This is an optimization exercise on Yosys and OpenROAD, whose aim is small area, not a production implementation. Function was checked by simulation only, so behaviour that the tests miss may differ from the original. Power figures rest on the tool's default switching activity, not on a simulated workload.

Setup of the reference run:
## motor_ctrl_top
module motor_ctrl_top #(
	parameter int                    NUM_MOTORS      = motor_pkg::DEF_NUM_MOTORS,
	parameter int                    TICK_CYCLES     = motor_pkg::DEF_TICK_CYCLES,
	parameter int                    DEBOUNCE_CYCLES = motor_pkg::DEF_DEBOUNCE_CYCLES,
	parameter logic [NUM_MOTORS-1:0] MIRROR_MASK     = motor_pkg::DEF_MIRROR_MASK
) (
	input  logic                  fpga_clk_50,
	input  logic                  hps_fpga_reset_n,
	input  logic [NUM_MOTORS-1:0] enc_a,
	input  logic [NUM_MOTORS-1:0] enc_b,
	input  logic                  sp_req,
	input  motor_pkg::motor_idx_t sp_motor,
	input  motor_pkg::speed_t     sp_value,
	output logic                  sp_ack,
	output logic [NUM_MOTORS-1:0] pwm,
	output logic [NUM_MOTORS-1:0] dir_a,
	output logic [NUM_MOTORS-1:0] dir_b,
	output logic [NUM_MOTORS*motor_pkg::SPEED_W-1:0] meas_speed    
);
export LEC_CHECK = 0
export CAP_MARGIN = 20
export CORE_MARGIN = 2
export CORE_UTILIZATION = 65
export CTS_BUF_LIST = sky130_fd_sc_hd__clkbuf_16
export CTS_CLUSTER_DIAMETER = 100
export CTS_CLUSTER_SIZE = 26
export SLEW_MARGIN = 20
create_clock -name core_clock -period 12.0 [get_ports {fpga_clk_50}]
standard.sh (not shown) runs the stock make flow with config.mk's settings and CLKGATE_MAP_FILE= SYNTH_SCRIPT=/design/flow/synth_recipe.tcl, a recipe that flattens the netlist after the stock synthesis.
==> flow/flow/run.sh <==
#!/bin/bash
# The standard layout (the standard.sh, standard synthesis unchanged), with
# the port buffers made of the smallest buffer cell instead of the default.
set -euo pipefail
export BUFFER_PORTS_ARGS="-buffer_cell sky130_fd_sc_hd__buf_1"
bash standard.sh "BUFFER_PORTS_ARGS=-buffer_cell sky130_fd_sc_hd__buf_1" finish > standard_flow.log 2>&1
The inputs of the trial run differ from those of the reference run as listed below.
==> flow/run.sh (new file) <==
#!/bin/bash
# synth_recipe.tcl (not shown) runs the flow's synth.tcl, then flattens the netlist and writes it again
# the make line also repeats each setting of config.mk as NAME=value (left out here)
make -C /OpenROAD-flow-scripts/flow DESIGN_CONFIG=/design/flow/config.mk WORK_HOME=/design/flow/orfs CLKGATE_MAP_FILE= SYNTH_SCRIPT=/design/flow/synth_recipe.tcl finish
removed: flow/flow/run.sh
removed: flow/standard.sh
Notes after the runs:
- Of the trial run and the reference run, it is the trial run that has the lower number of fill cells.
- Overall power after layout across the trial run and the reference run: no real change.
- Between the trial run and the reference run, non-clock buffer count is lower for the trial run, the reference run comes in above that.
- The reference run was smaller in final cell area than the trial run.
- The reference run has a lower worst setup slack than the trial run.
- Sort the trial run and the reference run by headroom to the max-slew limit, descending, and the trial run comes first.
- On clock distribution power, the trial run and the reference run are basically level.
- Global-route track usage on met1: the reference run vs the trial run — no meaningful difference

job 6713:
Another version of the RTL of motor_ctrl_top (not shown whole).
Size in the first run: ~2500 cells after synthesis, ~600 flip-flops, about 150 I/O pins, roughly 28000 um^2 of cells after synthesis.
clock: 12.0 ns
lec_check: 0
cap_margin: 20
core_margin: 2
core_utilization: 75
cts_buf_list: sky130_fd_sc_hd__clkbuf_16
cts_cluster_diameter: 100
cts_cluster_size: 26
slew_margin: 20
==> flow/flow/run.sh <==
#!/bin/bash
# The standard layout (the standard.sh, standard synthesis unchanged), with
# the port buffers made of the smallest buffer cell instead of the default.
set -euo pipefail
export BUFFER_PORTS_ARGS="-buffer_cell sky130_fd_sc_hd__buf_1"
bash standard.sh "BUFFER_PORTS_ARGS=-buffer_cell sky130_fd_sc_hd__buf_1" finish > standard_flow.log 2>&1
Job 6713 finished end to end and its layout was clean on timing, DRC and antenna.
[inputs] job 4807 vs job 6713
- changing CORE_UTILIZATION from 75 to 65
==> flow/run.sh (new file) <==
#!/bin/bash
# synth_recipe.tcl (not shown) runs the flow's synth.tcl, then flattens the netlist and writes it again
# the make line also repeats each setting of config.mk as NAME=value (left out here)
make -C /OpenROAD-flow-scripts/flow DESIGN_CONFIG=/design/flow/config.mk WORK_HOME=/design/flow/orfs CLKGATE_MAP_FILE= SYNTH_SCRIPT=/design/flow/synth_recipe.tcl finish
removed: flow/flow/run.sh
removed: flow/standard.sh
==> results.txt <==
Job 6713 and job 4807 all finish clean. Comparing job 6713 and job 4807, the higher maximum fanout along the worst path was measured on job 6713. Diff job 6713 -> job 4807: area growth from synthesis to layout grew by 3.8 points; total number of vias shrank by about 1.5%; routed wire length held steady.
Relative to job 4807, the following input files were edited for job 7594:
==> flow/flow/run.sh (new file) <==
#!/bin/bash
# The standard layout (the standard.sh, standard synthesis unchanged), with
# the port buffers made of the smallest buffer cell instead of the default.
set -euo pipefail
export BUFFER_PORTS_ARGS="-buffer_cell sky130_fd_sc_hd__buf_1"
bash standard.sh "BUFFER_PORTS_ARGS=-buffer_cell sky130_fd_sc_hd__buf_1" finish > standard_flow.log 2>&1
==> flow/standard.sh (new file) <==
#!/bin/bash
# synth_recipe.tcl (not shown) runs the flow's synth.tcl, then flattens the netlist and writes it again
# the make line also repeats each setting of config.mk as NAME=value (left out here)
make -C /OpenROAD-flow-scripts/flow DESIGN_CONFIG=/design/flow/config.mk WORK_HOME=/design/flow/orfs CLKGATE_MAP_FILE= SYNTH_SCRIPT=/design/flow/synth_recipe.tcl "${@:-finish}"
removed: flow/run.sh
### Flow results
Lower routed wire length was reported by job 7594, not job 4807. Re core utilization of the finished layout: job 4807 was higher than job 7594. Per the comparison of job 7594 with job 4807, weighted congestion at the end of routability-driven global placement went down by about 1.1%; proportion of power drawn by flip-flops and latches was more or less identical; total non-filler cell area in the finished layout went down by about 3%; actual slew at the worst max-slew pin went down by 170 ps; via count of the routed design went down by 0.66%. Cmp job 4807 and job 7594 / worst hold-check slack / lower: job 4807.

## port drivers added, routing unchanged
The results above use ideal ports. As a check the final layouts listed here were re-extracted and re-timed, cells and wires unchanged.
Step 1 (the two cells are an assumption about what drives the block):
set clk [get_ports {fpga_clk_50}]
set_driving_cell -lib_cell sky130_fd_sc_hd__clkbuf_16 $clk
set_driving_cell -lib_cell sky130_fd_sc_hd__buf_2 [delete_from_list [all_inputs] $clk]
Step 2 moves the port delays by t, midway between the first and last clock arrival at a register: inputs arrive t later, outputs are due t later. That takes back most of the time a late clock gives input paths.
Three values: ideal, step 1, step 2; two values: the first two.
| run | shift t [ns] | slack for setup (ns) | hold slack, ns | worst setup path at the end |
|---|---|---|---|---|
| the reference run | 0.649 | 1.140 / 1.140 / 1.140 | 0.331 / 0.331 / 0.331 | register to register |
| the trial run | 0.654 | 1.151 / 1.151 / 1.151 | 0.326 / 0.326 / 0.326 | register to register |
| job 6713 | 0.643 | 0.764 / 0.764 / 0.764 | 0.325 / 0.325 / 0.325 | register to register |
| job 4807 | 0.647 | 1.091 / 1.091 / 1.091 | 0.312 / 0.312 / 0.312 | register to register |
| job 7594 | 0.641 | 0.700 / 0.700 / 0.700 | 0.328 / 0.328 / 0.328 | register to register |
After both steps every run listed still meets setup and hold.
